Background: an optimization exercise with open tools, aiming at small area, a short achievable clock period and few clock cycles. Do not read the settings as production practice. Function was checked by simulation only, so behaviour that the tests miss may differ from the original.

==> design.v <==
`default_nettype none
package scaler_pkg;
    localparam int IMG_W      = 100;
    localparam int ROW_W      = 7;    
    localparam int ADDR_W     = 14;
    localparam int TABLE_ROW  = 101;  
    localparam int RESULT_COL = 1;
    localparam int CREDITS    = 2;    
    localparam int DIV_CYCLES = 8;    
    localparam int SPAN_W     = 6;    
    typedef enum logic [1:0] {
        REQ_TABLE = 2'd0,
        REQ_WB    = 2'd1,
        REQ_FETCH = 2'd2
    } sram_req_t;
endpackage
`default_nettype wire
`default_nettype none
package cubic_pkg;
    localparam int PIX_W  = 8;
    localparam int FRAC_W = 8;    
    typedef logic [PIX_W-1:0]  pixel_t;
    typedef logic [FRAC_W-1:0] frac_t;
    localparam int COEF_W      = 12;   
    localparam int ACC_W       = 36;   
    localparam int ROUND_SHIFT = 25;   
endpackage
`default_nettype wire
`timescale 1ns/1ps
`default_nettype none
module frac_divider (
    input  wire       CLK,
    input  wire       load_i,
    input  wire [5:0] ld_x_i,
    input  wire [5:0] ld_d_i,
    input  wire [5:0] d_i,
    input  wire       step_i,
    output logic [7:0] quot_o,
    output logic [5:0] rem_o
);
    logic [7:0] t1, t2;    
    logic [5:0] r1;
    assign t1 = {1'b0, rem_o, 1'b0} - {2'b0, d_i};
    assign r1 = t1[7] ? {rem_o[4:0], 1'b0} : t1[5:0];
    assign t2 = {1'b0, r1, 1'b0} - {2'b0, d_i};
    always_ff @(posedge CLK) begin
        if (load_i) begin
            rem_o  <= (ld_x_i == ld_d_i) ? 6'd0 : ld_x_i;
            quot_o <= '0;
        end else if (step_i) begin
            rem_o  <= t2[7] ? {r1[4:0], 1'b0} : t2[5:0];
            quot_o <= {quot_o[5:0], !t1[7], !t2[7]};
        end
    end
endmodule
`default_nettype wire
`timescale 1ns/1ps
`default_nettype none
module cubic_engine (
    input  wire        CLK,
    input  wire        v_i,       
    input  wire        u1_i,      
    input  wire [7:0]  p0_i,
    input  wire [7:0]  p1_i,
    input  wire [7:0]  p2_i,
    input  wire [7:0]  p3_i,      
    input  wire [7:0]  f_i,       
    input  wire [7:0]  d0_i,      
    output logic signed [9:0] rnd_o   
);
    logic signed [10:0] a, a_q, a_rest;    
    logic signed [9:0]  w, w_q;            
    logic signed [8:0]  c, c_q;
    logic signed [26:0] h_q;    
    logic [7:0]         f_q;
    logic signed [19:0] h1;
    logic signed [34:0] u_add, u_out;    
    logic signed [34:0] u_mul;
    logic signed [9:0]  rnd;
    logic signed [8:0]  fm_s, fq_s;     
    logic signed [34:0] d_add;
    assign a_rest = 11'sd3 * (11'(p1_i) - 11'(p2_i)) - 11'(p0_i);
    assign a      = a_rest + 11'(p3_i);
    assign w      = 10'(p0_i) + 10'(p2_i) - (10'(p1_i) <<< 1);
    assign c      = 9'(p2_i) - 9'(p0_i);
    assign fm_s = {1'b1, f_i};
    assign fq_s = {1'b0, f_q};
    assign d_add = {2'd0, d0_i, 1'b1, 24'd0};
    assign h1 = a_q * fm_s + (20'(w_q) <<< 8);
    assign u_add = u1_i ? (35'(c_q) <<< 16) : d_add;
    assign u_mul = h_q * fq_s;
    assign u_out = u_mul + u_add;
    assign rnd   = u_out[34:25];
    always_ff @(posedge CLK) begin
        a_q <= a;
        w_q <= w;
        c_q <= c;
        if (v_i) begin
            h_q <= 27'(h1);
            f_q <= f_i;
        end else if (u1_i) begin
            h_q <= u_out[26:0];
        end
        rnd_o <= rnd;
    end
endmodule
`default_nettype wire
`timescale 1ns/1ps
`default_nettype none
import scaler_pkg::*;
import cubic_pkg::*;
module bicubic_column (
    input  wire                           CLK,
    input  wire                           RST,
    input  wire [scaler_pkg::ROW_W-1:0]   v0_i,
    input  wire [scaler_pkg::ROW_W-1:0]   h0_i,
    input  wire [scaler_pkg::SPAN_W-1:0]  sh_i,
    input  wire [scaler_pkg::SPAN_W-1:0]  th_i,
    output logic [scaler_pkg::ADDR_W-1:0] rom_addr_o,
    input  wire cubic_pkg::pixel_t        rom_data_i,
    output logic                          sram_cen_o,
    output logic                          sram_wen_o,
    output logic [scaler_pkg::ADDR_W-1:0] sram_addr_o,
    output cubic_pkg::pixel_t             sram_wdata_o,
    input  wire cubic_pkg::pixel_t        sram_rdata_i,
    output logic                          done_o
);
    logic        w0;               
    logic [5:0]  dd_q;             
    logic [5:0]  sm1_q;            
    logic        w0_q;
    logic [7:0]  q_tab, q_row;     
    logic [5:0]  r_tab, r_row;     
    logic [2:0]  cnt_q;            
    logic        div_ok;
    logic        r0w_q;            
    logic [13:0] addr_q;           
    logic        rv_q;             
    logic [7:0]  win [4];          
    logic [7:0]  wn [4];           
    logic        fetch;
    logic        ph_q;             
    logic        issue;
    logic [5:0]  ji_q;             
    logic        last;             
    logic        all_in_q;
    logic [5:0]  r_q;              
    logic [7:0]  f_q;              
    logic [5:0]  g_q;              
    logic [7:0]  rs, gs;           
    logic        u1_q, u2_q, wv_q;
    logic        s1_q, s2_q;       
    logic        eng_done_q, rd_done_q, rdw;
    logic [5:0]  jw_q;             
    logic [7:0]  res;
    logic signed [9:0] rnd;
    logic [5:0]  k_q;
    logic [7:0]  t_q;
    logic [5:0]  ta_q;
    logic        tab_done_q;
    logic [7:0]  ts;
    logic        tw;
    assign w0 = (sh_i == th_i);
    always_ff @(posedge CLK) begin
        if (RST) begin
            dd_q  <= th_i - 6'd1;
            sm1_q <= sh_i - 6'd1;
            w0_q  <= w0;
        end
    end
    frac_divider u_div_tab (
        .CLK(CLK), .load_i(RST), .ld_x_i(6'd1), .ld_d_i(th_i - 6'd1), .d_i(dd_q),
        .step_i(!div_ok), .quot_o(q_tab), .rem_o(r_tab)
    );
    frac_divider u_div_row (
        .CLK(CLK), .load_i(RST), .ld_x_i(sh_i - 6'd1), .ld_d_i(th_i - 6'd1), .d_i(dd_q),
        .step_i(!div_ok), .quot_o(q_row), .rem_o(r_row)
    );
    assign div_ok = cnt_q >= 3'd4;
    always_ff @(posedge CLK) begin
        if (RST)                cnt_q <= '0;
        else if (cnt_q != 3'd5) cnt_q <= cnt_q + 3'd1;
    end
    assign issue = ph_q && !all_in_q;
    assign last  = (ji_q + 6'd1 == dd_q);
    assign rs    = {2'b0, r_q} + {2'b0, sm1_q} - {2'b0, dd_q};
    assign gs    = {2'b0, g_q} + {2'b0, r_row} - {2'b0, dd_q};
    always_ff @(posedge CLK) begin
        if (RST) begin
            ph_q     <= 1'b0;
            ji_q     <= 6'd1;
            all_in_q <= (th_i == 6'd2);
            r_q      <= w0 ? 6'd0 : sh_i - 6'd1;
        end else begin
            ph_q <= (cnt_q == 3'd4) || (cnt_q == 3'd5 && !ph_q);
            if (issue) begin
                ji_q     <= ji_q + 6'd1;
                all_in_q <= last;
                r_q      <= rs[7] ? 6'(rs + {2'b0, dd_q}) : rs[5:0];
            end
        end
    end
    always_ff @(posedge CLK) begin
        if (cnt_q == 3'd4) begin
            f_q <= q_row;
            g_q <= r_row;
        end else if (issue) begin
            f_q <= f_q + q_row + {7'd0, !gs[7]};
            g_q <= gs[7] ? 6'(gs + {2'b0, dd_q}) : gs[5:0];
        end
    end
    assign fetch      = (cnt_q < 3'd4) || (issue && !rs[7] && !last);
    assign rom_addr_o = addr_q;
    always_ff @(posedge CLK) begin
        if (RST) begin
            addr_q <= 14'(v0_i) * 14'd100 + 14'(h0_i) - (w0 ? 14'd0 : 14'd100);
            rv_q   <= 1'b0;
        end else begin
            rv_q <= fetch;
            if (fetch) addr_q <= addr_q + 14'd100;
        end
        for (int i = 0; i < 4; i++) win[i] <= wn[i];
    end
    always_comb begin
        if (rv_q) begin
            wn[0] = win[1];
            wn[1] = win[2];
            wn[2] = win[3];
            wn[3] = rom_data_i;
        end else begin
            for (int i = 0; i < 4; i++) wn[i] = win[i];
        end
    end
    always_ff @(posedge CLK) begin
        if (RST) begin
            u1_q <= 1'b0;
            u2_q <= 1'b0;
            wv_q <= 1'b0;
        end else begin
            u1_q <= issue;
            u2_q <= u1_q;
            wv_q <= u2_q;
        end
        s1_q <= issue && fetch;
        s2_q <= s1_q;
    end
    cubic_engine u_eng (
        .CLK(CLK), .v_i(issue), .u1_i(u1_q),
        .p0_i(wn[0]), .p1_i(wn[1]), .p2_i(wn[2]), .p3_i(wn[3]), .f_i(f_q),
        .d0_i(s2_q ? win[0] : win[1]), .rnd_o(rnd)
    );
    assign res = rnd[9] ? 8'd0 : rnd[8] ? 8'hff : rnd[7:0];
    assign rdw = all_in_q && !rd_done_q && cnt_q == 3'd5 && !wv_q && !r0w_q;
    assign tw  = !tab_done_q && div_ok && !wv_q && !r0w_q && !rdw;
    assign ts = {2'b0, ta_q} + {2'b0, r_tab} - {2'b0, dd_q};
    always_ff @(posedge CLK) begin
        if (RST) begin
            k_q        <= '0;
            t_q        <= '0;
            ta_q       <= '0;
            tab_done_q <= 1'b0;
        end else if (tw) begin
            k_q        <= k_q + 6'd1;
            t_q        <= t_q + q_tab + {7'd0, !ts[7]};
            ta_q       <= ts[7] ? 6'(ts + {2'b0, dd_q}) : ts[5:0];
            tab_done_q <= (k_q + 6'd1 == dd_q);
        end
    end
    assign sram_cen_o   = !(wv_q || r0w_q || rdw || tw);
    assign sram_wen_o   = sram_cen_o;
    assign sram_addr_o  = wv_q  ? {1'b0, jw_q, 7'd1} :
                          r0w_q ? 14'd1 :
                          rdw   ? {1'b0, dd_q, 7'd1} : {7'd101, 1'b0, k_q};
    assign sram_wdata_o = wv_q  ? res :
                          r0w_q ? (w0_q ? win[0] : win[1]) :
                          rdw   ? (dd_q == 6'd1 ? win[1] : win[2]) : t_q;
    always_ff @(posedge CLK) begin
        r0w_q <= !RST && (cnt_q == 3'd4);
        if (RST) begin
            jw_q       <= 6'd1;
            eng_done_q <= (th_i == 6'd2);
            rd_done_q  <= 1'b0;
        end else begin
            if (wv_q) begin
                jw_q <= jw_q + 6'd1;
                if (jw_q + 6'd1 == dd_q) eng_done_q <= 1'b1;
            end
            if (rdw) rd_done_q <= 1'b1;
        end
    end
    assign done_o = eng_done_q && rd_done_q && tab_done_q;
endmodule
`default_nettype wire
==> flow/run.sh <==
#!/bin/bash
set -euo pipefail
export BUFFER_PORTS_ARGS="-buffer_cell sky130_fd_sc_hd__buf_1"
bash standard.sh > standard.log 2>&1
==> standard.sh <==
#!/bin/bash
# synth_recipe.tcl (not shown) runs the flow's synth.tcl, then flattens the netlist and writes it again
# the make line also repeats each setting of config.mk as NAME=value (left out here)
make -C /OpenROAD-flow-scripts/flow DESIGN_CONFIG=/design/flow/config.mk WORK_HOME=/design/flow/orfs CLKGATE_MAP_FILE= SYNTH_SCRIPT=/design/flow/synth_recipe.tcl "${@:-finish}"
==> config.mk <==
export PLATFORM = sky130hd
export DESIGN_NAME = bicubic_column
export DESIGN_NICKNAME = bicubic_column
export VERILOG_FILES = /design/flow/design.v
export SDC_FILE = /design/flow/constraint.sdc
export NUM_CORES = 4
export LEC_CHECK = 0
export ABC_CLOCK_PERIOD_IN_PS = 3500
export CAP_MARGIN = 20
export CORE_MARGIN = 2
export CORE_UTILIZATION = 65
export CTS_BUF_LIST = sky130_fd_sc_hd__clkbuf_4
export SETUP_SLACK_MARGIN = 5.0
export SLEW_MARGIN = 20
==> constraint.sdc <==
create_clock -name core_clock -period 11.0 [get_ports {CLK}]
set_input_delay 2.2000 -clock core_clock [delete_from_list [all_inputs] [get_ports {CLK}]]
set_output_delay 2.2000 -clock core_clock [all_outputs]
set_load 0.01 [all_outputs]
==> run notes, run 1 <==
- Outcome: complete, no violations
- Largest delay contributor family on the critical path: adder cells
- R2R Path End: u_eng.h_q[26]
- Adder-cell share of the synthesized area: 0.379
- Worst setup margin: 5190 ps
- Routed WL per cell: 17.0 um
- Slew Viols, Final: 0
- Share of layout cells above drive strength 1: 0.0676
- Hold WS: 331 ps
- Port bufs: 73
- Met3 usage: 0.0392
- # fillers: 3185
- Area used by multi-input combinational logic: 0.0191 mm^2
- Reg-to-Reg Start: u_eng.f_q[1]
- Clock buffer depth: 3
- Simple-gate share of the synthesized area: 0.130
- Hold Vio Cnt, Final: 0
- Synthesized instance count: 2873
- Starting Density: 0.657
- Critical path endpoint category: flip-flop
- Met1 Usage GRT: 0.368
- Main combinational cell family by area after synthesis: adder cells
- Met2 Usage GRT: 0.522
- Die Ht: 207 um
- Crit-path max FO: 27
- Initial antenna violation count: 2
- Critical path type: reg2reg
- First-pass GRT wire length: 99900 um
- Mapped Area: 0.0267 mm^2
- Finished Cell Area: 0.0288 mm^2
- Worst Hold Class: reg2reg
- Core Area: 0.0407 mm^2
- Residual DRC: 0
- Worst slew pin tran: 1050 ps
- Compound-gate portion of the synthesized area: 0.0957
- Fin crit share: 0.528
- CTS sink cnt: 228
- Detail Route Antenna Nets: 0
- Via density: 5.52
- Finish-stage setup viols: 0
- Startpoint Class: flip-flop
- GR peak layer: met2
- Minimum clock period after layout: 5810 ps
- First drt pass iteration count: 5
- Crit path largest cell delay: 530 ps
- Initial DRC count: 942
- Arr. time, crit path: 6300 ps
- # IOs: 83
- R2R cell count: 20
- Area occupied by registers: 0.00553 mm^2
- Die area: 0.0428 mm^2
- Final core utilization: 0.706
- Clk_skew: 48.4 ps
- Via count: 19700
- Cts bufs inserted: 67
- Max-cap viol count: 0
- Fraction of synthesized area in multiplexers: 0.0373
- Synth Flop Type: dfxtp_1
- Vias in the first global route: 20500
- Post-synth ARST share: 0
- F_max: 0.172 GHz
- Non-filler instance count after layout: 3568
- H-tree depth: 3
- Syn. warnings: 7
- Hold EP: s2_q
- Root Driver: clkbuf_4
- CTS tree: built
- Flops & latches, synth: 228
- GPL Wtd Cong: 0.899
- Post-Place Cell Area: 0.0274 mm^2
- P&R area growth vs syn: 7.57%
- Buf+Inv Stages, Crit Path: 4
- Yosys cell types: 68
- Pin count of the biggest net entering global routing: 56
- WL final: 60600 um
- Final #Nets: 3637
- Sequential area share after synthesis: 0.207
- Hold Path Depth: 0
- Row count: 74
- CP max-delay cell: fa_1
- Die width: 207 um
- Reg clk slew, reported paths: 80 ps
- Setup TNS: 0 ps
- Worst skew pair latency: 760 ps
- Grt total ovfl: 0
- Cell Chain, Critical Path: buf_6 -> nand2_1 -> fa_1 -> inv_1 -> fa_1 -> fa_1 -> fa_1 -> inv_1 -> fa_1 -> inv_1 -> ha_1 -> a21oi_1 -> o21ai_0 -> a221o_1 -> nor3_1 -> nor2_1 -> a311oi_2 -> xnor2_1 -> nand2_1 -> nand2_1
- Syn_area_per_cell: 9.31 um^2
- Global Route Usage Sum: 0.295
- Reg-to-reg slack, setup: 5190 ps
- Critical hold path startpoint: s1_q
- Pre-CTS setup slack: 4640 ps
- Slew headroom: 0.294
- RSZ-0062 raised after global routing: true
- Most used cell, CP: fa_1
- Detailed-placement wirelength estimate: 46500 um
- Post-synth EDFFs: 96
- XOR/XNOR Fraction of Synth Area: 0.0709
- Syn_nets: 3531
- Worst EP required: 11490 ps
- Placed Cells: 3401
[per-layer routing]
layer  part of all wire  wire length [um]  vias up
li1                   -                 -     9524
met4              0.032              1940        0
met3              0.045              2740      120
met5                  0                 0        -
met1               0.42             25300     9583
met2               0.50             30600      459
[worst reg2reg max path, delay by kind of cell (launching register included)]
kind / cells / cell delay (ps)
xor gates and xnor gates: 1 / 140
buffers and inverters: 4 / 390
AOI/OAI and AO/OA: 4 / 1010
adders and majority gates: 6 / 2880
and+or+nand+nor: 5 / 770
DFF: 1 / 360
[cell families after synthesis]
group                    after synthesis
AO/OA/AOI/OAI                        407
XOR/XNOR                             215
adder cells (fa/ha/maj)              614
buffers and inverters                566
flip-flops                           228
multiplexers                          96
other                                  1
AND/OR/NAND/NOR                      746
[worst max path at each step]
stage	from	end	slack (ps)	cells past startpoint
2_1_floorplan	f_q[0]	u_eng.h_q[22]	5320	19
3_3_place_gp	f_q[0]	u_eng.h_q[23]	4620	18
3_5_place_dp	f_q[0]	u_eng.h_q[22]	4640	18
4_1_cts	f_q[0]	u_eng.h_q[22]	4990	18
5_1_grt	u_eng.f_q[1]	u_eng.rnd_o[3]	4960	20
6_report	u_eng.f_q[1]	u_eng.h_q[26]	5190	20
[timing repair]
action	in CTS	in global routing
setup buffers	25	16
setup endpoints to repair	21	15
hold buffers	0	0
pin swaps	0	0
gates resized for setup	1	8
hold endpoints to repair	0	0
[flip-flops by register name, indices dropped and copies added (netlist names), 8 cells and up]
signal / count
u_eng.w_q: 10
t_q: 8
u_div_row.quot_o: 8
u_eng.rnd_o: 10
u_eng.f_q: 8
u_eng.c_q: 8
addr_q: 14
u_eng.h_q: 27
win: 32
f_q: 8
u_eng.a_q: 11
u_div_tab.quot_o: 8
[Yosys cell counts (5+ instances only)]
| library cell | count | area share |
|---|---|---|
| fa_1 | 328 | 0.25 |
| nor3_1 | 21 | 0.0039 |
| o21ai_1 | 20 | 0.0037 |
| edfxtp_1 | 96 | 0.11 |
| xor2_1 | 75 | 0.025 |
| o21ai_0 | 50 | 0.0094 |
| clkbuf_1 | 81 | 0.011 |
| nor2_1 | 183 | 0.026 |
| a21oi_1 | 152 | 0.028 |
| mux2_2 | 26 | 0.011 |
| a21o_1 | 44 | 0.012 |
| and2_1 | 161 | 0.038 |
| ha_1 | 286 | 0.13 |
| inv_1 | 475 | 0.067 |
| nand2b_1 | 12 | 0.0028 |
| nor2b_1 | 24 | 0.0056 |
| nand2_1 | 272 | 0.038 |
| o21bai_1 | 41 | 0.012 |
| o221ai_1 | 5 | 0.0016 |
| or3_1 | 12 | 0.0028 |
| buf_1 | 7 | 0.00098 |
| nand3_1 | 24 | 0.0045 |
| mux2i_1 | 69 | 0.026 |
| xnor2_1 | 139 | 0.046 |
| and3_1 | 11 | 0.0026 |
| nand4_1 | 10 | 0.0023 |
| o21a_1 | 9 | 0.0025 |
| dfxtp_1 | 132 | 0.099 |
| a211oi_1 | 20 | 0.0056 |
| o22ai_1 | 14 | 0.0033 |
[placed cells by master (no fill, tap or decap), types with 18 or more instances in the layout]
cell,synthesis,layout
o21bai_1,41,41
xnor2_1,139,139
nand2_1,272,271
a21oi_1,152,152
edfxtp_1,96,96
nor2b_1,24,24
o21ai_1,20,20
nor2_1,183,183
fa_1,328,327
dfxtp_1,132,130
and2_1,161,161
inv_1,475,475
buf_1,7,72
a21o_1,44,44
nand3_1,24,24
a211oi_1,20,18
buf_4,3,43
clkbuf_4,0,96
o21ai_0,50,50
xor2_1,75,75
ha_1,286,286
nor3_1,21,21
mux2i_1,69,69
mux2_2,26,26
[layout make-up]
class                   count  share of cell area
clock inverters            28             0.00574
well taps                 532              0.0231
diodes                      3            0.000261
multi-input cells        2079               0.665
inverters                 475              0.0620
flip-flops and latches    228               0.192
clock buffers              95              0.0248
repair buffers            128              0.0273
Testbench counts, summed over its fixed seeds: cycles 4,462.
==> run 2: changes to the inputs <==
==> flow/run.sh (replaced) <==
#!/bin/bash
set -euo pipefail
export BUFFER_PORTS_ARGS="-buffer_cell sky130_fd_sc_hd__buf_1"
export CTS_ARGS="-sink_clustering_enable -repair_clock_nets -dont_use_dummy_load -buf_list sky130_fd_sc_hd__clkbuf_4"
bash standard.sh > standard.log 2>&1
==> run notes, run 2 <==
- Outcome: complete, no violations
- Port bufs: 73 (unchanged)
- Met1 Usage GRT: 0.366 (-0.00155)
- Final #Nets: 3629 (-0.22%)
- Post-synth ARST share: 0 (unchanged)
- Critical path endpoint category: flip-flop
- RSZ-0062 raised after global routing: true
- Mapped Area: 0.0267 mm^2 (unchanged)
- Post-Place Cell Area: 0.0274 mm^2 (unchanged)
- Reg-to-Reg Start: u_eng.f_q[4]
- First drt pass iteration count: 5 (unchanged)
- Finish-stage setup viols: 0 (unchanged)
- Sequential area share after synthesis: 0.207 (unchanged)
- Yosys cell types: 68 (unchanged)
- CTS tree: built
- Worst Setup EP: u_eng.h_q[20]
- Met3 usage: 0.0424 (+0.00314)
- Starting Density: 0.657 (unchanged)
- Top-area cell type share of the netlist area: 0.245 (unchanged)
- Critical path type: reg2reg
- Slew Viols, Final: 0 (unchanged)
- Initial antenna violation count: 3 (+1)
- Arr. time, crit path: 6350 ps (+50 ps)
- Vias in the first global route: 20300 (-0.58%)
- Startpoint Class: flip-flop
- Flops & latches, synth: 228 (unchanged)
- GR peak layer: met2
- Detail Route Antenna Nets: 0 (unchanged)
- Global Route Usage Sum: 0.294 (-0.000820)
- Worst EP required: 11440 ps (-50 ps)
- Syn. warnings: 7 (unchanged)
- WL final: 60300 um (-0.48%)
- F_max: 0.169 GHz (-1.8%)
- Post-synth top cells: 475 x inv_1, 328 x fa_1, 286 x ha_1
- Pin count of the biggest net entering global routing: 56 (unchanged)
- Syn_area_per_cell: 9.31 um^2 (unchanged)
- Max-cap viol count: 0 (unchanged)
- Initial DRC count: 983 (+4.4%)
- Root Driver: clkbuf_4
- Top Registers: win: 32 flops, u_eng.h_q: 27 flops, addr_q: 14 flops
- Setup TNS: 0 ps (unchanged)
- # IOs: 83 (unchanged)
- Clk_skew: 53.4 ps (+5.00 ps)
- Cts bufs inserted: 67 (unchanged)
- Die width: 207 um (unchanged)
- Reg clk slew, reported paths: 70 ps (about the same)
- GPL Wtd Cong: 0.899 (unchanged)
- Worst slew pin tran: 1030 ps (-15.1 ps)
- Via count: 19500 (-1.0%)
- # fillers: 3241 (+1.8%)
- Finished Cell Area: 0.0283 mm^2 (-1.6%)
- Synth Flop Type: dfxtp_1
- Area leader, netlist: fa_1
- Crit-path max FO: 13 (-52%)
- Routed WL per cell: 17.2 um (+1.4%)
- Crit path launch: u_eng.f_q[4]
- Synthesized instance count: 2873 (unchanged)
- First-pass GRT wire length: 99500 um (-0.36%)
- Row count: 74 (unchanged)
- H-tree depth: 3 (unchanged)
- Detailed-placement wirelength estimate: 46500 um (unchanged)
- Share of layout cells above drive strength 1: 0.0525 (-0.0150)
- Post-synth EDFFs: 96 (unchanged)
- Worst Hold Class: reg2reg
- Die area: 0.0428 mm^2 (unchanged)
- Minimum clock period after layout: 5910 ps (+104 ps)
- P&R area growth vs syn: 5.90%
- Critical hold path startpoint: s1_q
- Core Area: 0.0407 mm^2 (unchanged)
- Biggest register: win
- Max reg flops: 32 (unchanged)
- Reg-to-reg slack, setup: 5090 ps (-100 ps)
- Slew headroom: 0.304 (+0.0102)
- R2R Path End: u_eng.h_q[20]
- Via density: 5.56 (+0.82%)
- Highest-count cells in the layout ignoring fill and taps: 475 x inv_1, 327 x fa_1, 286 x ha_1
- CTS sink cnt: 228 (unchanged)
- Most frequent cell after synthesis: inv_1
- Residual DRC: 0 (unchanged)
- Hold Vio Cnt, Final: 0 (unchanged)
- Grt total ovfl: 0 (unchanged)
- Met2 Usage GRT: 0.517 (-0.00476)
- Worst skew pair latency: 740 ps (-20 ps)
- Hold WS: 340 ps (+8.23 ps)
- Commonest non-fill, non-tap cell in the layout: inv_1
- Clock buffer depth: 3 (unchanged)
- Synth top area cells: fa_1 25%, ha_1 13%, edfxtp_1 11%
- R2R cell count: 20 (unchanged)
- Syn_nets: 3531 (unchanged)
- Die Ht: 207 um (unchanged)
- Fin crit share: 0.537 (+0.00949)
-- run 2: critical path: stages, from the launching register on --
cell and delay (ps):
edfxtp_1 420, buf_12 180, buf_8 150, and2_1 160
fa_1 420, fa_1 500, inv_1 50, fa_1 520
inv_1 50, fa_1 450, ha_1 290, ha_1 240
a211oi_1 380, o21ai_1 260, and2_1 260, o41a_1 390
a21o_1 240, a21o_1 190, a21oi_1 170, xor2_1 220
o21ai_1 80
-- run 2: kinds of logic after synthesis --
logic type               count (synthesis)  synth area share
AO/OA/AOI/OAI                          407            0.0957
XOR/XNOR                               215            0.0709
multiplexers                            96            0.0373
flip-flops                             228             0.207
AND/OR/NAND/NOR                        746             0.130
other                                    1          0.000140
adder cells (fa/ha/maj)                614             0.379
buffers and inverters                  566            0.0798
-- run 2: layout make-up --
cell class                      instances  area, um^2  share of cell area
Antenna cell                            2        5.00            0.000177
Clock buffer                           67         503              0.0178
Inverter                              475        1780              0.0629
Multi-Input combinational cell       2079       19100               0.675
Sequential cell                       228        5530               0.195
Tap cell                              532         666              0.0235
Timing Repair Buffer                  120         726              0.0256
-- run 2: what timing repair did --
| item | CTS | global route |
|---|---|---|
| hold buffers | 0 | 0 |
| hold endpoints to repair | 0 | 0 |
| setup buffers | 21 | 12 |
| endpoints found under the setup margin | 20 | 19 |
| gates resized for setup | 2 | 5 |
-- run 2: metal layers --
metal  share of wire  wire (um)  vias up
li1                -          -     9436
met1            0.42      25200     9494
met2            0.50      30300      448
met3           0.046       2760      108
met4           0.033       2000        0
met5               0          0        -
-- run 2: worst min path at each step --
| stage | end | slack [ps] | depth (start not counted) |
|---|---|---|---|
| after CTS | s2_q | 340 | 0 |
| final | s2_q | 340 | 0 |
| after detailed placement | s2_q | 320 | 0 |
| after global routing | s2_q | 340 | 0 |
| after floorplan | s2_q | 310 | 0 |
| after global placement | s2_q | 310 | 0 |
-- run 2: through the flow --
step                      std cells  setup slack [ps]  utilization
after floorplan                2873              5320            -
after global placement         3401              4620        0.674
after detailed placement       3401              4640        0.674
after CTS                      3489              5000        0.692
after global routing           3502              4900        0.695
final                          3503              5090        0.695
==> run 3: changes to the inputs <==
==> run.sh (new file) <==
#!/bin/bash
# synth_recipe.tcl (not shown) runs the flow's synth.tcl, then flattens the netlist and writes it again
# the make line also repeats each setting of config.mk as NAME=value (left out here)
make -C /OpenROAD-flow-scripts/flow DESIGN_CONFIG=/design/flow/config.mk WORK_HOME=/design/flow/orfs CLKGATE_MAP_FILE= SYNTH_SCRIPT=/design/flow/synth_recipe.tcl finish
removed: flow/run.sh
removed: standard.sh
==> run notes, run 3 <==
- Outcome: complete, no violations
- Area occupied by registers: 0.00553 mm^2 (unchanged)
- Detailed-placement wirelength estimate: 47100 um (+1.2%)
- Detail Route Antenna Nets: 0 (unchanged)
- Port bufs: 73 (unchanged)
- Starting Density: 0.657 (unchanged)
- CTS sink cnt: 228 (unchanged)
- P&R area growth vs syn: 9.82%
- Cts bufs inserted: 69 (+3.0%)
- Mapped Area: 0.0267 mm^2 (unchanged)
- Slew headroom: 0.339 (+0.0350)
- Hold Vio Cnt, Final: 0 (unchanged)
- Via count: 19800 (+1.8%)
- Critical hold path startpoint: s1_q
- Arr. time, crit path: 3570 ps (-2780 ps)
- Reg clk slew, reported paths: 70 ps (about the same)
- Commonest non-fill, non-tap cell in the layout: inv_1
- Hold EP: s2_q
- Hold Path Depth: 0 (unchanged)
- Syn. warnings: 7 (unchanged)
- Global Route Usage Sum: 0.299 (+0.00466)
- GPL Wtd Cong: 0.918 (+2.1%)
- Die area: 0.0428 mm^2 (unchanged)
- Clock buffer depth: 3 (unchanged)
- Core Area: 0.0407 mm^2 (unchanged)
- Worst EP required: 8800 ps (-2640 ps)
- Vias in the first global route: 21000 (+3.1%)
- Final core utilization: 0.721 (+0.0258)
- Die Ht: 207 um (unchanged)
- Post-synth EDFFs: 96 (unchanged)
- Share of layout cells above drive strength 1: 0.0739 (+0.0213)
- Fin crit share: 0.525 (-0.0126)
- Worst Hold Class: reg2reg
- Critical path endpoint category: output port
- Reg-to-Reg Start: u_eng.f_q[0]
- Crit path largest cell delay: 530 ps (about the same)
- Row count: 74 (unchanged)
- Synthesized instance count: 2873 (unchanged)
- Pin count of the biggest net entering global routing: 63 (+13%)
- Startpoint Class: flip-flop
- Placed Cells: 3403 (+0.059%)
- Max reg flops: 32 (unchanged)
- Residual DRC: 0 (unchanged)
- WL final: 61800 um (+2.5%)
- R2R Path End: u_eng.h_q[25]
- Slew Viols, Final: 0 (unchanged)
- H-tree depth: 3 (unchanged)
- Syn_nets: 3531 (unchanged)
- First-pass GRT wire length: 101000 um (+1.7%)
- Post-synth ARST share: 0 (unchanged)
- Routed WL per cell: 17.2 um (+0.27%)
- Top-area cell type share of the netlist area: 0.245 (unchanged)
- Flops & latches, synth: 228 (unchanged)
- Cell Chain, Critical Path: buf_4 -> nor4_1 -> nand3_2 -> mux2_2 -> a222oi_1 -> mux2i_1 -> clkdlybuf4s50_1
- Die width: 207 um (unchanged)
- Biggest register: win
- Worst skew pair latency: 730 ps (about the same)
- CTS tree: built
- Max-cap viol count: 0 (unchanged)
- # fillers: 3202 (-1.2%)
- Area used by multi-input combinational logic: 0.0192 mm^2 (+0.22%)
- Worst slew pin tran: 979 ps (-51.8 ps)
- Area leader, netlist: fa_1
- Initial DRC count: 1092 (+11%)
- F_max: 0.173 GHz (+2.4%)
- Initial antenna violation count: 4 (+1)
- Syn_area_per_cell: 9.31 um^2 (unchanged)
- RSZ-0062 raised after global routing: false
- Top Registers: win: 32 flops, u_eng.h_q: 27 flops, addr_q: 14 flops
- Yosys cell types: 68 (unchanged)
- R2R cell count: 19 (-5.0%)
- Clk_skew: 60.7 ps (+7.33 ps)
- Minimum clock period after layout: 5770 ps (-139 ps)
- Final #Nets: 3653 (+0.66%)
- CP max-delay cell: clkdlybuf4s50_1
- First drt pass iteration count: 5 (unchanged)
- # IOs: 83 (unchanged)
- Root Driver: clkbuf_4
- Setup TNS: 0 ps (unchanged)
- Grt total ovfl: 0 (unchanged)
- Via density: 5.54 (-0.41%)
- Sequential area share after synthesis: 0.207 (unchanged)
- Crit-path max FO: 8 (-5)
- Finish-stage setup viols: 0 (unchanged)
- Non-filler instance count after layout: 3581 (+2.2%)
- Reg-to-reg slack, setup: 5230 ps (+140 ps)
- Critical path type: reg2out
- Highest-count cells in the layout ignoring fill and taps: 475 x inv_1, 327 x fa_1, 285 x ha_1
- Post-synth top cells: 475 x inv_1, 328 x fa_1, 286 x ha_1
- Most frequent cell after synthesis: inv_1
- Synth top area cells: fa_1 25%, ha_1 13%, edfxtp_1 11%
- Synth Flop Type: dfxtp_1
- Hold WS: 326 ps (-13.3 ps)
run 3: changes by cell type in the layout (fill, tap and decap cells not counted), moves of 17 or more:
cell	before	now
buf_1	72	0
clkdlybuf4s50_1	0	71
clkbuf_4	68	97
buf_4	35	56
clkinv_1	0	17
run 3: worst max path at each step:
| stage | from | endpoint | slack, ps | depth (start not counted) |
|---|---|---|---|---|
| floorplan | f_q[0] | u_eng.h_q[22] | 5320 | 19 |
| global placement | v0_i[1] | addr_q[13] | 4480 | 18 |
| detailed placement | v0_i[1] | addr_q[13] | 4450 | 18 |
| CTS | u_eng.f_q[6] | u_eng.rnd_o[3] | 5000 | 18 |
| global route | u_eng.f_q[0] | u_eng.h_q[25] | 4990 | 19 |
| finish | dd_q[5] | sram_wdata_o[0] | 5230 | 7 |
run 3: through the flow:
step / instance area [um^2] / setup WS (ps)
floorplan: 26700 / 5320
finish: 29400 / 5230
global placement: 27900 / 4480
detailed placement: 27900 / 4450
CTS: 29100 / 5000
global route: 29400 / 4990
run 3: logic make-up after synthesis:
group	count (synthesis)	synth area share
XOR/XNOR	215	0.0709
adder cells (fa/ha/maj)	614	0.379
flip-flops	228	0.207
buffers and inverters	566	0.0798
other	1	0.000140
multiplexers	96	0.0373
AO/OA/AOI/OAI	407	0.0957
AND/OR/NAND/NOR	746	0.130
run 3: layout make-up:
| cell class | instances | share of cell area |
|---|---|---|
| Antenna cell | 3 | 0.000256 |
| Clock buffer | 97 | 0.0248 |
| Clock inverter | 25 | 0.00515 |
| Inverter | 475 | 0.0607 |
| Multi-Input combinational cell | 2079 | 0.652 |
| Sequential cell | 228 | 0.188 |
| Tap cell | 532 | 0.0227 |
| Timing Repair Buffer | 142 | 0.0461 |
run 3: timing repair:
item,4_1_cts,5_1_grt
gates cloned,0,0
setup endpoints to repair,16,18
hold buffers,0,0
resized for setup,2,15
pin swaps,0,6
hold endpoints to repair,0,0
buffers inserted,25,28
run 3: routing by layer:
| layer | GRT usage | wire [um] | vias up |
|---|---|---|---|
| met5 | 0 | 13 | - |
| met4 | 0.107 | 2140 | 2 |
| met3 | 0.0410 | 2720 | 130 |
| met2 | 0.540 | 31400 | 440 |
| met1 | 0.365 | 25500 | 9741 |
| li1 | - | - | 9525 |
run 3: worst max-delay path, delay by kind of cell (launching register included):
family	cells	cell delay (ps)
compound gates	1	390
buf+inv	2	730
flops	1	360
mux	2	620
simple gates	2	730
==> run 4: changes to the inputs <==
==> flow/run.sh (new file) <==
#!/bin/bash
set -euo pipefail
export BUFFER_PORTS_ARGS="-buffer_cell sky130_fd_sc_hd__buf_1"
export CTS_ARGS="-sink_clustering_enable -repair_clock_nets -dont_use_dummy_load -buf_list sky130_fd_sc_hd__clkbuf_4 -sink_clustering_size 10 -sink_clustering_max_diameter 40"
bash standard.sh > standard.log 2>&1
==> standard.sh (new file) <==
#!/bin/bash
# synth_recipe.tcl (not shown) runs the flow's synth.tcl, then flattens the netlist and writes it again
# the make line also repeats each setting of config.mk as NAME=value (left out here)
make -C /OpenROAD-flow-scripts/flow DESIGN_CONFIG=/design/flow/config.mk WORK_HOME=/design/flow/orfs CLKGATE_MAP_FILE= SYNTH_SCRIPT=/design/flow/synth_recipe.tcl "${@:-finish}"
removed: run.sh
==> run notes, run 4 <==
- GPL Wtd Cong: 0.899 (-2.0%)
- Port bufs: 73 (unchanged)
- Startpoint Class: flip-flop
- Minimum clock period after layout: 5810 ps (+35.3 ps)
- Vias in the first global route: 20200 (-3.8%)
- Detailed-placement wirelength estimate: 46500 um (-1.2%)
- Starting Density: 0.657 (unchanged)
- Global Route Usage Sum: 0.291 (-0.00781)
- Arr. time, crit path: 6260 ps (+2690 ps)
- # IOs: 83 (unchanged)
- Post-synth ARST share: 0 (unchanged)
- Most used cell, CP: fa_1
- Worst Hold Class: reg2reg
- Syn_nets: 3531 (unchanged)
- Worst EP required: 11450 ps (+2650 ps)
- Setup TNS: 0 ps (unchanged)
- Commonest non-fill, non-tap cell in the layout: inv_1
- Finish-stage setup viols: 0 (unchanged)
- Mapped Area: 0.0267 mm^2 (unchanged)
- Clock buffer depth: 3 (unchanged)
- Post-Place Cell Area: 0.0274 mm^2 (-1.7%)
- Sequential area share after synthesis: 0.207 (unchanged)
- Die area: 0.0428 mm^2 (unchanged)
- Max reg flops: 32 (unchanged)
- First-pass GRT wire length: 99100 um (-2.1%)
- Highest-count cells in the layout ignoring fill and taps: 475 x inv_1, 327 x fa_1, 286 x ha_1
- Hold Vio Cnt, Final: 0 (unchanged)
- Initial antenna violation count: 2 (-2)
- CTS tree: built
- Die width: 207 um (unchanged)
- Synthesized instance count: 2873 (unchanged)
- Core Area: 0.0407 mm^2 (unchanged)
- RSZ-0062 raised after global routing: false
- Detail Route Antenna Nets: 0 (unchanged)
- Crit path largest cell delay: 570 ps (+40 ps)
- Most frequent cell after synthesis: inv_1
- First drt pass iteration count: 5 (unchanged)
- Root Driver: clkbuf_4
- Final #Nets: 3615 (-1.0%)
- Synth top area cells: fa_1 25%, ha_1 13%, edfxtp_1 11%
- Cts bufs inserted: 45 (-35%)
- Residual DRC: 0 (unchanged)
- WL final: 59900 um (-3.0%)
- Cell Chain, Critical Path: buf_4 -> and2_1 -> fa_1 -> fa_1 -> fa_1 -> fa_1 -> inv_1 -> fa_1 -> inv_1 -> ha_1 -> a21oi_1 -> o21ai_0 -> a221o_1 -> nor3_1 -> nor2_1 -> a311oi_2 -> xnor2_1 -> nand2_1 -> nand2_1
- Syn. warnings: 7 (unchanged)
- CP max-delay cell: fa_1
- F_max: 0.172 GHz (-0.61%)
- Top Registers: win: 32 flops, u_eng.h_q: 27 flops, addr_q: 14 flops
- Worst slew pin tran: 1060 ps (+82.4 ps)
- Slew Viols, Final: 0 (unchanged)
- Max-cap viol count: 0 (unchanged)
- Routed WL per cell: 17.2 um (-0.44%)
- Share of layout cells above drive strength 1: 0.0504 (-0.0234)
- Die Ht: 207 um (unchanged)
- Reg clk slew, reported paths: 100 ps (+30 ps)
- Grt total ovfl: 0 (unchanged)
- H-tree depth: 2 (-1)
- CTS Hold Bufs: 0 (unchanged)
- Critical path type: reg2reg
- Post-synth top cells: 475 x inv_1, 328 x fa_1, 286 x ha_1
- Fin crit share: 0.528 (+0.00321)
- Crit-path max FO: 10 (+2)
- P&R area growth vs syn: 5.66%
- Syn_area_per_cell: 9.31 um^2 (unchanged)
- Slew headroom: 0.283 (-0.0557)
- Biggest register: win
- CTS sink cnt: 228 (unchanged)
- Area leader, netlist: fa_1
- Outcome: complete, no violations
- Via count: 19400 (-2.2%)
- Yosys cell types: 68 (unchanged)
- Initial DRC count: 935 (-14%)
- Post-synth EDFFs: 96 (unchanged)
- Finished Cell Area: 0.0283 mm^2 (-3.8%)
- Flops & latches, synth: 228 (unchanged)
- Via density: 5.56 (+0.32%)
- Top-area cell type share of the netlist area: 0.245 (unchanged)
- Pin count of the biggest net entering global routing: 56 (-11%)
- Row count: 74 (unchanged)
- Worst skew pair latency: 730 ps (about the same)
- Synth Flop Type: dfxtp_1
- Critical path endpoint category: flip-flop
- Clk_skew: 101 ps (+40.5 ps)
run 4: cell types whose count changed in the layout (fill, tap and decap cells not counted), sizes merged:
cell,delta
clkbuf,-51
clkinv,-21
bufinv,-2
inv,-2
buf,+57
dlymetal6s2s,-1
clkdlybuf4s50,-71
run 4: path summary, 6_finish.rpt:
check               startpoint             to  slack (ps)  cells past startpoint
setup reg to reg  u_eng.f_q[3]  u_eng.h_q[26]        5190                     19
hold reg to reg           s1_q           s2_q         400                      0
hold / removal            s1_q           s2_q         400                      0
setup / recovery  u_eng.f_q[3]  u_eng.h_q[26]        5190                     19
run 4: cells by family after synthesis:
family          share of synthesized area
mux                                0.0373
fa+ha+maj                           0.379
xor+xnor                           0.0709
flops                               0.207
compound gates                     0.0957
buf+inv                            0.0798
simple gates                        0.130
other cells                      0.000140
run 4: area by class of cell:
type / instances / area [um^2]
Tap cell: 532 / 666
Timing Repair Buffer: 128 / 786
Antenna cell: 3 / 7.51
Clock buffer: 45 / 338
Inverter: 475 / 1780
Fill cell: 3247 / 12500
Sequential cell: 228 / 5530
Multi-Input combinational cell: 2079 / 19200
run 4: what timing repair did:
action | CTS | global route
resized for setup | 2 | 12
endpoints found under the setup margin | 21 | 15
pin swaps | 0 | 0
buffers inserted | 24 | 17
run 4: per-stage QoR:
| stage | hold slack (ps) | setup slack [ps] | util | cells |
|---|---|---|---|---|
| 3_3_place_gp | 311 | 4620 | 0.674 | 3401 |
| 3_5_place_dp | 318 | 4640 | 0.674 | 3401 |
| 2_1_floorplan | 310 | 5320 | - | 2873 |
| 6_report | 403 | 5190 | 0.694 | 3490 |
| 4_1_cts | 400 | 4980 | 0.689 | 3470 |
| 5_1_grt | 420 | 4980 | 0.694 | 3488 |
run 4: layer usage:
| layer | up-vias | share of wire | track usage |
|---|---|---|---|
| met2 | 398 | 0.51 | 0.526 |
| met5 | - | 0 | 0 |
| li1 | 9404 | - | - |
| met1 | 9487 | 0.42 | 0.365 |
| met3 | 107 | 0.043 | 0.0364 |
| met4 | 0 | 0.028 | 0.0871 |
run 4: worst max-delay path, delay by kind of cell, from the launching register on:
family | cells | cell delay [ps]
DFF | 1 | 390
xor gates and xnor gates | 1 | 150
adders and majority gates | 6 | 2880
and+or+nand+nor | 5 | 800
AOI/OAI and AO/OA | 4 | 1010
buffers and inverters | 3 | 300
==> run 5: changes to the inputs <==
==> flow/run.sh (replaced) <==
#!/bin/bash
set -euo pipefail
export BUFFER_PORTS_ARGS="-buffer_cell sky130_fd_sc_hd__buf_1"
export CTS_ARGS="-sink_clustering_enable -repair_clock_nets -dont_use_dummy_load -buf_list sky130_fd_sc_hd__clkbuf_8 -sink_clustering_size 16 -sink_clustering_max_diameter 50"
bash standard.sh > standard.log 2>&1
==> run notes, run 5 <==
- Clock buffer depth: 3 (unchanged)
- Finish-stage setup viols: 0 (unchanged)
- Crit path largest cell delay: 530 ps (-40 ps)
- Worst Hold Class: reg2reg
- Buf+Inv Stages, Crit Path: 4 (+1)
- Syn_area_per_cell: 9.31 um^2 (unchanged)
- Most used cell, CP: fa_1
- WL final: 59700 um (-0.37%)
- F_max: 0.173 GHz (+0.44%)
- Grt total ovfl: 0 (unchanged)
- Residual DRC: 0 (unchanged)
- Arr. time, crit path: 6170 ps (-90 ps)
- H-tree depth: 1 (-1)
- Worst skew pair latency: 630 ps (-100 ps)
- Startpoint Class: flip-flop
- Worst slew pin tran: 1040 ps (-18.4 ps)
- Vias in the first global route: 20100 (-0.45%)
- Final #Nets: 3598 (-0.47%)
- Sequential area share after synthesis: 0.207 (unchanged)
- Via density: 5.55 (-0.16%)
- Pin count of the biggest net entering global routing: 56 (unchanged)
- Setup TNS: 0 ps (unchanged)
- Slew headroom: 0.296 (+0.0124)
- Max-cap viol count: 0 (unchanged)
- Commonest non-fill, non-tap cell in the layout: inv_1
- Row count: 74 (unchanged)
- Area leader, netlist: fa_1
- Critical path endpoint category: flip-flop
- First drt pass iteration count: 5 (unchanged)
- Largest delay contributor family on the critical path: adder cells
- Cts bufs inserted: 29 (-36%)
- Post-synth top cells: 475 x inv_1, 328 x fa_1, 286 x ha_1
- Fin crit share: 0.526 (-0.00232)
- Top-area cell type share of the netlist area: 0.245 (unchanged)
- Detailed-placement wirelength estimate: 46500 um (unchanged)
- Minimum clock period after layout: 5780 ps (-25.5 ps)
- Synth Flop Type: dfxtp_1
- CP max-delay cell: fa_1
- Via count: 19300 (-0.71%)
- GPL Wtd Cong: 0.899 (unchanged)
- Routed WL per cell: 17.2 um (+0.17%)
- Max reg flops: 32 (unchanged)
- Most frequent cell after synthesis: inv_1
- Crit-path max FO: 27 (+17)
- CTS sink cnt: 228 (unchanged)
- Share of layout cells above drive strength 1: 0.0436 (-0.00686)
- Die area: 0.0428 mm^2 (unchanged)
- Die Ht: 207 um (unchanged)
- Reg clk slew, reported paths: 100 ps (about the same)
- Initial DRC count: 869 (-7.1%)
- Post-synth EDFFs: 96 (unchanged)
- Synthesized instance count: 2873 (unchanged)
- Outcome: complete, no violations
- Hold Vio Cnt, Final: 0 (unchanged)
- Root Driver: clkbuf_8
- P&R area growth vs syn: 5.72% (about the same)
- Syn. warnings: 7 (unchanged)
- Flops & latches, synth: 228 (unchanged)
- Yosys cell types: 68 (unchanged)
- Top Registers: win: 32 flops, u_eng.h_q: 27 flops, addr_q: 14 flops
- # IOs: 83 (unchanged)
- CTS Hold Bufs: 0 (unchanged)
- Cell Chain, Critical Path: buf_6 -> nand2_1 -> fa_1 -> inv_1 -> fa_1 -> fa_1 -> fa_1 -> inv_1 -> fa_1 -> inv_1 -> ha_1 -> a21oi_1 -> o21ai_0 -> a221o_1 -> nor3_1 -> nor2_1 -> a311oi_2 -> xnor2_1 -> nand2_1 -> nand2_1
- Biggest register: win
- Critical path type: reg2reg
- Syn_nets: 3531 (unchanged)
- Highest-count cells in the layout ignoring fill and taps: 475 x inv_1, 327 x fa_1, 286 x ha_1
- Clk_skew: 48.1 ps (-53.1 ps)
- # fillers: 3221 (-0.80%)
- Detail Route Antenna Nets: 0 (unchanged)
- Global Route Usage Sum: 0.290 (-0.00150)
- Mapped Area: 0.0267 mm^2 (unchanged)
- Worst EP required: 11380 ps (-70 ps)
- Starting Density: 0.657 (unchanged)
- Port bufs: 73 (unchanged)
- Core Area: 0.0407 mm^2 (unchanged)
- Final core utilization: 0.694 (about the same)
- Die width: 207 um (unchanged)
- RSZ-0062 raised after global routing: false
- Post-synth ARST share: 0 (unchanged)
- CTS tree: built
- Initial antenna violation count: 1 (-1)
- Synth top area cells: fa_1 25%, ha_1 13%, edfxtp_1 11%
- Slew Viols, Final: 0 (unchanged)
- First-pass GRT wire length: 98800 um (-0.29%)
[run 5: changes by cell type in the layout (fill, tap and decap cells not counted), sizes merged]
cell / before / now
diode: 3 / 1
buf: 127 / 126
clkbuf: 46 / 30
[run 5: metal layers]
layer  vias to the layer above  track usage  part of all wire
met5                         -            0                 0
met4                         0       0.0892             0.030
met3                       110       0.0286             0.044
met2                       431        0.524              0.51
met1                      9365        0.366              0.42
li1                       9353            -                 -
[run 5: final timing paths]
check | startpoint | end | slack (ps) | cells after the start
setup reg to reg | u_eng.f_q[1] | u_eng.h_q[26] | 5220 | 20
setup / recovery | u_eng.f_q[1] | u_eng.h_q[26] | 5220 | 20
hold / removal | s1_q | s2_q | 340 | 0
hold reg to reg | s1_q | s2_q | 340 | 0
[run 5: worst reg2reg max path: stages (launching register included)]
cell      delay (ps)
edfxtp_1         350
buf_6            240
nand2_1          140
fa_1             520
inv_1             60
fa_1             480
fa_1             530
fa_1             500
inv_1             50
fa_1             480
inv_1             40
ha_1             370
a21oi_1          140
o21ai_0          150
a221o_1          340
nor3_1           320
nor2_1           160
a311oi_2         390
xnor2_1          150
nand2_1           90
nand2_1           50
[run 5: timing repair]
action / CTS / global route
setup buffers: 24 / 16
setup endpoints to repair: 21 / 15
resized for setup: 1 / 8
[run 5: final cells by class]
type,count,area [um^2],share of cell area
inverters,475,1780,0.0631
repair buffers,127,778,0.0275
well taps,532,666,0.0235
flip-flops and latches,228,5530,0.195
diodes,1,2.50,0.0000885
multi-input cells,2079,19100,0.676
clock buffers,29,399,0.0141
[run 5: cells by family after synthesis]
logic type | share of synthesized area
buffers and inverters | 0.0798
adders and majority gates | 0.379
DFF | 0.207
and+or+nand+nor | 0.130
AOI/OAI and AO/OA | 0.0957
muxes | 0.0373
other | 0.000140
xor gates and xnor gates | 0.0709
[run 5: per-stage QoR]
step,std cells,hold slack (ps),setup slack (ps),area (um^2)
CTS,3454,342,5010,28100
detailed placement,3401,318,4640,27400
finish,3471,345,5220,28300
global route,3470,353,5010,28300
floorplan,2873,310,5320,26700
global placement,3401,311,4620,27400
==> run 6: changes to the inputs <==
--- a/config.mk
+++ b/config.mk
@@ -9,6 +9,7 @@
 export CAP_MARGIN = 20
 export CORE_MARGIN = 2
 export CORE_UTILIZATION = 65
-export CTS_BUF_LIST = sky130_fd_sc_hd__clkbuf_4
+export CTS_BUF_LIST = sky130_fd_sc_hd__clkbuf_8
 export SETUP_SLACK_MARGIN = 5.0
 export SLEW_MARGIN = 20
+export TNS_END_PERCENT = 0
==> run notes, run 6 <==
- Initial antenna violation count: 1 (unchanged)
- Critical path type: reg2reg
- Yosys cell types: 68 (unchanged)
- # IOs: 83 (unchanged)
- Starting Density: 0.657 (unchanged)
- Grt total ovfl: 0 (unchanged)
- Via density: 5.53 (-0.29%)
- Startpoint Class: flip-flop
- Flops & latches, synth: 228 (unchanged)
- Finished Cell Area: 0.0281 mm^2 (-0.62%)
- Synthesized instance count: 2873 (unchanged)
- Worst Hold Class: reg2reg
- Finish-stage setup viols: 0 (unchanged)
- Port bufs: 73 (unchanged)
- Post-synth EDFFs: 96 (unchanged)
- Detailed-placement wirelength estimate: 46500 um (unchanged)
- Worst EP required: 11380 ps (about the same)
- Worst skew pair latency: 630 ps (about the same)
- Setup TNS: 0 ps (unchanged)
- F_max: 0.170 GHz (-1.5%)
- Post-synth top cells: 475 x inv_1, 328 x fa_1, 286 x ha_1
- Syn_area_per_cell: 9.31 um^2 (unchanged)
- Area leader, netlist: fa_1
- Clk_skew: 48.3 ps (+0.171 ps)
- Minimum clock period after layout: 5870 ps (+89.1 ps)
- Clock buffer depth: 3 (unchanged)
- Reg-to-Reg Start: u_eng.f_q[6]
- CTS tree: built
- Slew headroom: 0.302 (+0.00654)
- Top-area cell type share of the netlist area: 0.245 (unchanged)
- Sequential area share after synthesis: 0.207 (unchanged)
- Share of layout cells above drive strength 1: 0.0356 (-0.00793)
- Commonest non-fill, non-tap cell in the layout: inv_1
- First drt pass iteration count: 5 (unchanged)
- P&R area growth vs syn: 5.06%
- Placed Cells: 3401 (unchanged)
- Detail Route Antenna Nets: 0 (unchanged)
- Non-filler instance count after layout: 3450 (-0.61%)
- Mapped Area: 0.0267 mm^2 (unchanged)
- Post-synth ARST share: 0 (unchanged)
- Post-Place Cell Area: 0.0274 mm^2 (unchanged)
- Hold EP: s2_q
- Hold Vio Cnt, Final: 0 (unchanged)
- Via count: 19100 (-0.89%)
- Syn_nets: 3531 (unchanged)
- Synth top area cells: fa_1 25%, ha_1 13%, edfxtp_1 11%
- Reg clk slew, reported paths: 90 ps (about the same)
- Max reg flops: 32 (unchanged)
- CTS sink cnt: 228 (unchanged)
- Arr. time, crit path: 6250 ps (+80 ps)
- Outcome: complete, no violations
- Highest-count cells in the layout ignoring fill and taps: 475 x inv_1, 327 x fa_1, 286 x ha_1
- Die Ht: 207 um (unchanged)
- Final #Nets: 3578 (-0.56%)
- R2R Path End: u_eng.h_q[26]
- Synth Flop Type: dfxtp_1
- First-pass GRT wire length: 98300 um (-0.50%)
- R2R cell count: 18 (-10%)
- Pin count of the biggest net entering global routing: 56 (unchanged)
- Critical hold path startpoint: s1_q
- Initial DRC count: 948 (+9.1%)
- Hold Path Depth: 0 (unchanged)
- Critical path endpoint category: flip-flop
- Routed WL per cell: 17.1 um (-0.69%)
- Most frequent cell after synthesis: inv_1
- GPL Wtd Cong: 0.899 (unchanged)
- Reg-to-reg slack, setup: 5130 ps (-90 ps)
- CTS Hold Bufs: 0 (unchanged)
- Global Route Usage Sum: 0.288 (-0.00167)
- Worst slew pin tran: 1030 ps (-9.68 ps)
- Slew Viols, Final: 0 (unchanged)
- Row count: 74 (unchanged)
- Die area: 0.0428 mm^2 (unchanged)
- Biggest register: win
- Vias in the first global route: 19900 (-0.67%)
- H-tree depth: 1 (unchanged)
- Core Area: 0.0407 mm^2 (unchanged)
- Crit-path max FO: 27 (unchanged)
- WL final: 58900 um (-1.3%)
- Fin crit share: 0.534 (+0.00810)
- Residual DRC: 0 (unchanged)
- RSZ-0062 raised after global routing: true
- Die width: 207 um (unchanged)
- Syn. warnings: 7 (unchanged)
- Cts bufs inserted: 29 (unchanged)
- Top Registers: win: 32 flops, u_eng.h_q: 27 flops, addr_q: 14 flops
- Root Driver: clkbuf_8
- N_diodes: 0 (-1)
- Max-cap viol count: 0 (unchanged)
run 6: cell families after synthesis:
logic type | synth area share
and+or+nand+nor | 0.130
muxes | 0.0373
buffers and inverters | 0.0798
xor gates and xnor gates | 0.0709
AOI/OAI and AO/OA | 0.0957
other | 0.000140
adders and majority gates | 0.379
DFF | 0.207
run 6: how the worst max path moves through the flow:
| stage | start | endpoint | cells after the start |
|---|---|---|---|
| floorplan | f_q[0] | u_eng.h_q[22] | 19 |
| global placement | f_q[0] | u_eng.h_q[23] | 18 |
| detailed placement | f_q[0] | u_eng.h_q[22] | 18 |
| CTS | u_eng.f_q[0] | u_eng.h_q[26] | 19 |
| global route | u_eng.f_q[1] | u_eng.h_q[20] | 20 |
| finish | u_eng.f_q[6] | u_eng.h_q[26] | 18 |
run 6: critical path: stages, from the launching register on:
cell and delay [ps]:
edfxtp_1 960, and2_1 240, ha_1 240, fa_1 520, fa_1 450, fa_1 500
inv_1 50, fa_1 470, inv_1 40, ha_1 340, nand3_1 200, nor4_1 120
a311o_1 360, nor3_1 260, nor2_1 130, a311oi_1 420, xnor2_1 160, nand2_1 90
nand2_1 50
run 6: cell type report:
type | count | area (um^2)
Clock buffer | 29 | 399
Fill cell | 3249 | 12600
Inverter | 475 | 1780
Multi-Input combinational cell | 2079 | 19100
Sequential cell | 228 | 5530
Tap cell | 532 | 666
Timing Repair Buffer | 107 | 626
run 6: stage by stage:
step,hold WS [ps],setup slack [ps],util
CTS,342,4920,0.686
global route,353,4900,0.690
floorplan,310,5320,-
finish,344,5130,0.690
global placement,311,4620,0.674
detailed placement,318,4640,0.674
run 6: metal layers:
metal  vias up  routed length [um]  track usage  part of all wire
met1      9332               25200        0.365              0.43
met5         -                   0            0                 0
met3       103                2200       0.0281             0.037
met2       344               29800        0.519              0.51
li1       9308                   -            -                 -
met4         0                1740       0.0902             0.030
run 6: what timing repair did:
item                                    4_1_cts  5_1_grt
resized for setup                             1        3
endpoints found under the setup margin       21       22
setup buffers                                11        9
==> run 7: changes to the inputs <==
--- a/design.v
+++ b/design.v
@@ -66,11 +66,13 @@
     input  wire [7:0]  p3_i,      
     input  wire [7:0]  f_i,       
     input  wire [7:0]  d0_i,      
+    input  wire [7:0]  c0_i,      
+    input  wire [7:0]  c2_i,      
     output logic signed [9:0] rnd_o   
 );
     logic signed [10:0] a, a_q, a_rest;    
     logic signed [9:0]  w, w_q;            
-    logic signed [8:0]  c, c_q;
+    logic signed [8:0]  c;
     logic signed [26:0] h_q;    
     logic [7:0]         f_q;
     logic signed [19:0] h1;
@@ -82,19 +84,18 @@
     assign a_rest = 11'sd3 * (11'(p1_i) - 11'(p2_i)) - 11'(p0_i);
     assign a      = a_rest + 11'(p3_i);
     assign w      = 10'(p0_i) + 10'(p2_i) - (10'(p1_i) <<< 1);
-    assign c      = 9'(p2_i) - 9'(p0_i);
+    assign c      = 9'(c2_i) - 9'(c0_i);
     assign fm_s = {1'b1, f_i};
     assign fq_s = {1'b0, f_q};
     assign d_add = {2'd0, d0_i, 1'b1, 24'd0};
     assign h1 = a_q * fm_s + (20'(w_q) <<< 8);
-    assign u_add = u1_i ? (35'(c_q) <<< 16) : d_add;
+    assign u_add = u1_i ? (35'(c) <<< 16) : d_add;
     assign u_mul = h_q * fq_s;
     assign u_out = u_mul + u_add;
     assign rnd   = u_out[34:25];
     always_ff @(posedge CLK) begin
         a_q <= a;
         w_q <= w;
-        c_q <= c;
         if (v_i) begin
             h_q <= 27'(h1);
             f_q <= f_i;
@@ -247,7 +248,7 @@
     cubic_engine u_eng (
         .CLK(CLK), .v_i(issue), .u1_i(u1_q),
         .p0_i(wn[0]), .p1_i(wn[1]), .p2_i(wn[2]), .p3_i(wn[3]), .f_i(f_q),
-        .d0_i(s2_q ? win[0] : win[1]), .rnd_o(rnd)
+        .d0_i(s2_q ? win[0] : win[1]), .c0_i(win[0]), .c2_i(win[2]), .rnd_o(rnd)
     );
     assign res = rnd[9] ? 8'd0 : rnd[8] ? 8'hff : rnd[7:0];
     assign rdw = all_in_q && !rd_done_q && cnt_q == 3'd5 && !wv_q && !r0w_q;
--- a/config.mk
+++ b/config.mk
@@ -8,8 +8,7 @@
 export ABC_CLOCK_PERIOD_IN_PS = 3500
 export CAP_MARGIN = 20
 export CORE_MARGIN = 2
-export CORE_UTILIZATION = 65
-export CTS_BUF_LIST = sky130_fd_sc_hd__clkbuf_8
+export CORE_UTILIZATION = 70
+export CTS_BUF_LIST = sky130_fd_sc_hd__clkbuf_4
 export SETUP_SLACK_MARGIN = 5.0
 export SLEW_MARGIN = 20
-export TNS_END_PERCENT = 0
==> run notes, run 7 <==
- R2R cell count: 19 (+1)
- CTS sink cnt: 220 (-3.5%)
- P&R area growth vs syn: 5.62%
- Worst EP required: 11350 ps (-30 ps)
- Flops & latches, synth: 220 (-3.5%)
- Starting Density: 0.710 (+0.0531)
- Slew headroom: 0.329 (+0.0265)
- Final #Nets: 3646 (+1.9%)
- Grt total ovfl: 0 (unchanged)
- Worst slew pin tran: 1010 ps (-26.3 ps)
- F_max: 0.173 GHz (+1.3%)
- Hold WS: 341 ps (-3.41 ps)
- Clock buffer depth: 3 (unchanged)
- Synth Flop Type: dfxtp_1
- Root Driver: clkbuf_8
- Syn_nets: 3575 (+1.2%)
- Minimum clock period after layout: 5790 ps (-76.9 ps)
- # IOs: 83 (unchanged)
- Hold Path Depth: 0 (unchanged)
- Highest-count cells in the layout ignoring fill and taps: 509 x inv_1, 326 x fa_1, 286 x ha_1
- Routed WL per cell: 16.8 um (-1.6%)
- Fin crit share: 0.527 (-0.00699)
- Residual DRC: 0 (unchanged)
- Reg clk slew, reported paths: 90 ps (about the same)
- R2R Path End: u_eng.h_q[23]
- Die area: 0.0397 mm^2 (-7.3%)
- First-pass GRT wire length: 97400 um (-0.92%)
- Global Route Usage Sum: 0.306 (+0.0184)
- Post-synth top cells: 509 x inv_1, 328 x fa_1, 286 x ha_1
- Row count: 71 (-4.1%)
- Worst Hold Class: reg2reg
- Clk_skew: 62.4 ps (+14.2 ps)
- Slew Viols, Final: 0 (unchanged)
- Finish-stage setup viols: 0 (unchanged)
- Vias in the first global route: 20000 (+0.43%)
- Max-cap viol count: 0 (unchanged)
- Top Registers: win: 32 flops, u_eng.h_q: 27 flops, addr_q: 14 flops
- Sequential area share after synthesis: 0.201 (-0.00539)
- Crit-path max FO: 8 (-70%)
- Startpoint Class: flip-flop
- Reg-to-reg slack, setup: 5210 ps (+80 ps)
- Critical path type: reg2reg
- Cts bufs inserted: 30 (+3.4%)
- H-tree depth: 1 (unchanged)
- Hold Vio Cnt, Final: 0 (unchanged)
- Max reg flops: 32 (unchanged)
- Critical hold path startpoint: s1_q
- Reg-to-Reg Start: u_eng.h_q[6]
- Most frequent cell after synthesis: inv_1
- Outcome: complete, no violations
- CTS tree: built
- Biggest register: win
- Yosys cell types: 62 (-8.8%)
- First drt pass iteration count: 7 (+2)
- Synthesized instance count: 2917 (+1.5%)
- Syn. warnings: 7 (unchanged)
- Core Area: 0.0376 mm^2 (-7.8%)
- Top-area cell type share of the netlist area: 0.246 (+0.000726)
- Detail Route Antenna Nets: 0 (unchanged)
- Post-synth EDFFs: 96 (unchanged)
- Pre-CTS setup slack: 4620 ps (-17.7 ps)
- Area leader, netlist: fa_1
- Syn_area_per_cell: 9.14 um^2 (-1.8%)
- Detailed-placement wirelength estimate: 45700 um (-1.8%)
- Worst setup margin: 5210 ps (+76.9 ps)
- Die width: 199 um (-3.7%)
- GPL Wtd Cong: 0.931 (+3.5%)
- Synth top area cells: fa_1 25%, ha_1 13%, edfxtp_1 11%
- Mapped Area: 0.0267 mm^2 (-0.29%)
## run 7: final cells by class
cell class                 instances  area [um^2]
antenna                            1         2.50
clock buffer                      30          413
fill                            2835         9410
inverter                         509         1910
multi-input combinational       2093        19100
sequential                       220         5370
tap                              511          639
timing repair buffer             134          761
## run 7: worst max path at each step
stage,startpoint,end,slack (ps),cells past startpoint
6_report,u_eng.h_q[6],u_eng.h_q[23],5210,19
5_1_grt,u_eng.h_q[6],u_eng.rnd_o[3],4990,19
4_1_cts,f_q[2],u_eng.h_q[19],5020,16
3_5_place_dp,u_eng.f_q[0],u_eng.h_q[26],4620,18
3_3_place_gp,u_eng.f_q[0],u_eng.h_q[26],4750,18
2_1_floorplan,u_eng.f_q[0],u_eng.h_q[23],5330,22
## run 7: routing by layer
metal	up-vias	GRT usage	part of all wire
li1	9447	-	-
met3	120	0.0312	0.043
met2	474	0.552	0.52
met1	9499	0.388	0.41
met5	-	0	0.00020
met4	2	0.0956	0.027
## run 7: what timing repair did
action,CTS,global route
hold buffers,0,0
setup endpoints to repair,19,16
gates resized for setup,2,8
buffers inserted,19,29
## run 7: cell families (layout without fill, tap and decap cells)
group | count (synthesis) | after routing | share of synthesized area
other | 1 | 2 | 0.000141
adders and majority gates | 614 | 614 | 0.380
and+or+nand+nor | 764 | 764 | 0.134
AOI/OAI and AO/OA | 418 | 418 | 0.0965
muxes | 80 | 80 | 0.0306
buffers and inverters | 604 | 673 | 0.0854
xor gates and xnor gates | 216 | 216 | 0.0714
DFF | 220 | 220 | 0.201
## run 7: worst max-delay path: stages (launching register included)
cell and delay (ps):
edfxtp_1 550, nand2_1 150, fa_1 550, inv_1 60, fa_1 500, inv_1 50
fa_1 530, inv_1 50, fa_1 460, ha_1 300, ha_1 360, a211oi_2 290
o21ai_1 160, and3_1 200, o31a_1 350, a211o_1 340, a21o_1 200, a21oi_2 150
xnor2_1 70, a21o_1 180
## run 7: through the flow
stage               std cells  instance area [um^2]   util
global placement         3419                 27300  0.727
finish                   3498                 28200  0.750
global route             3497                 28200  0.750
detailed placement       3419                 27300  0.727
floorplan                2917                 26700      -
CTS                      3468                 27900  0.743
Testbench counts of run 7, summed over its fixed seeds: cycles 4,462.

[port drivers added, routing unchanged]
Ports are ideal in the flow. The routed layouts listed here were re-timed in OpenROAD. Step 1 sets driving cells, clkbuf_16 on the clock port and buf_2 on the other inputs (assumed; they add their load-dependent delay and slew). Step 2, shift: input delay + t, output delay - t, t = (earliest + latest rising clock arrival at the registers) / 2. This alone moves slack from input paths to output paths. Three values: ideal, step 1, step 2; two values: the first two.
run | t (ns) | setup slack, ns | worst setup path after step 2 | latest minus earliest clock arrival (ns)
run 1 | 0.789 | 5.193 / 5.193 / 4.593 | input to register | 0.049 / 0.048
run 2 | 0.757 | 5.088 / 5.088 / 4.616 | input to register | 0.058 / 0.058
run 3 | 0.754 | 5.227 / 5.175 / 4.558 | input to register | 0.061 / 0.062
run 4 | 0.725 | 5.192 / 5.192 / 4.613 | input to register | 0.102 / 0.102
run 5 | 0.656 | 5.217 / 5.217 / 4.599 | input to register | 0.049 / 0.048
run 6 | 0.655 | 5.128 / 5.128 / 4.597 | input to register | 0.049 / 0.048
run 7 | 0.641 | 5.205 / 5.205 / 4.948 | input to register | 0.062 / 0.063
After both steps every run listed still meets setup and hold. The setup slack of run 3, which loses most, moves by -0.052 ns with the drivers and by -0.669 ns with both steps.
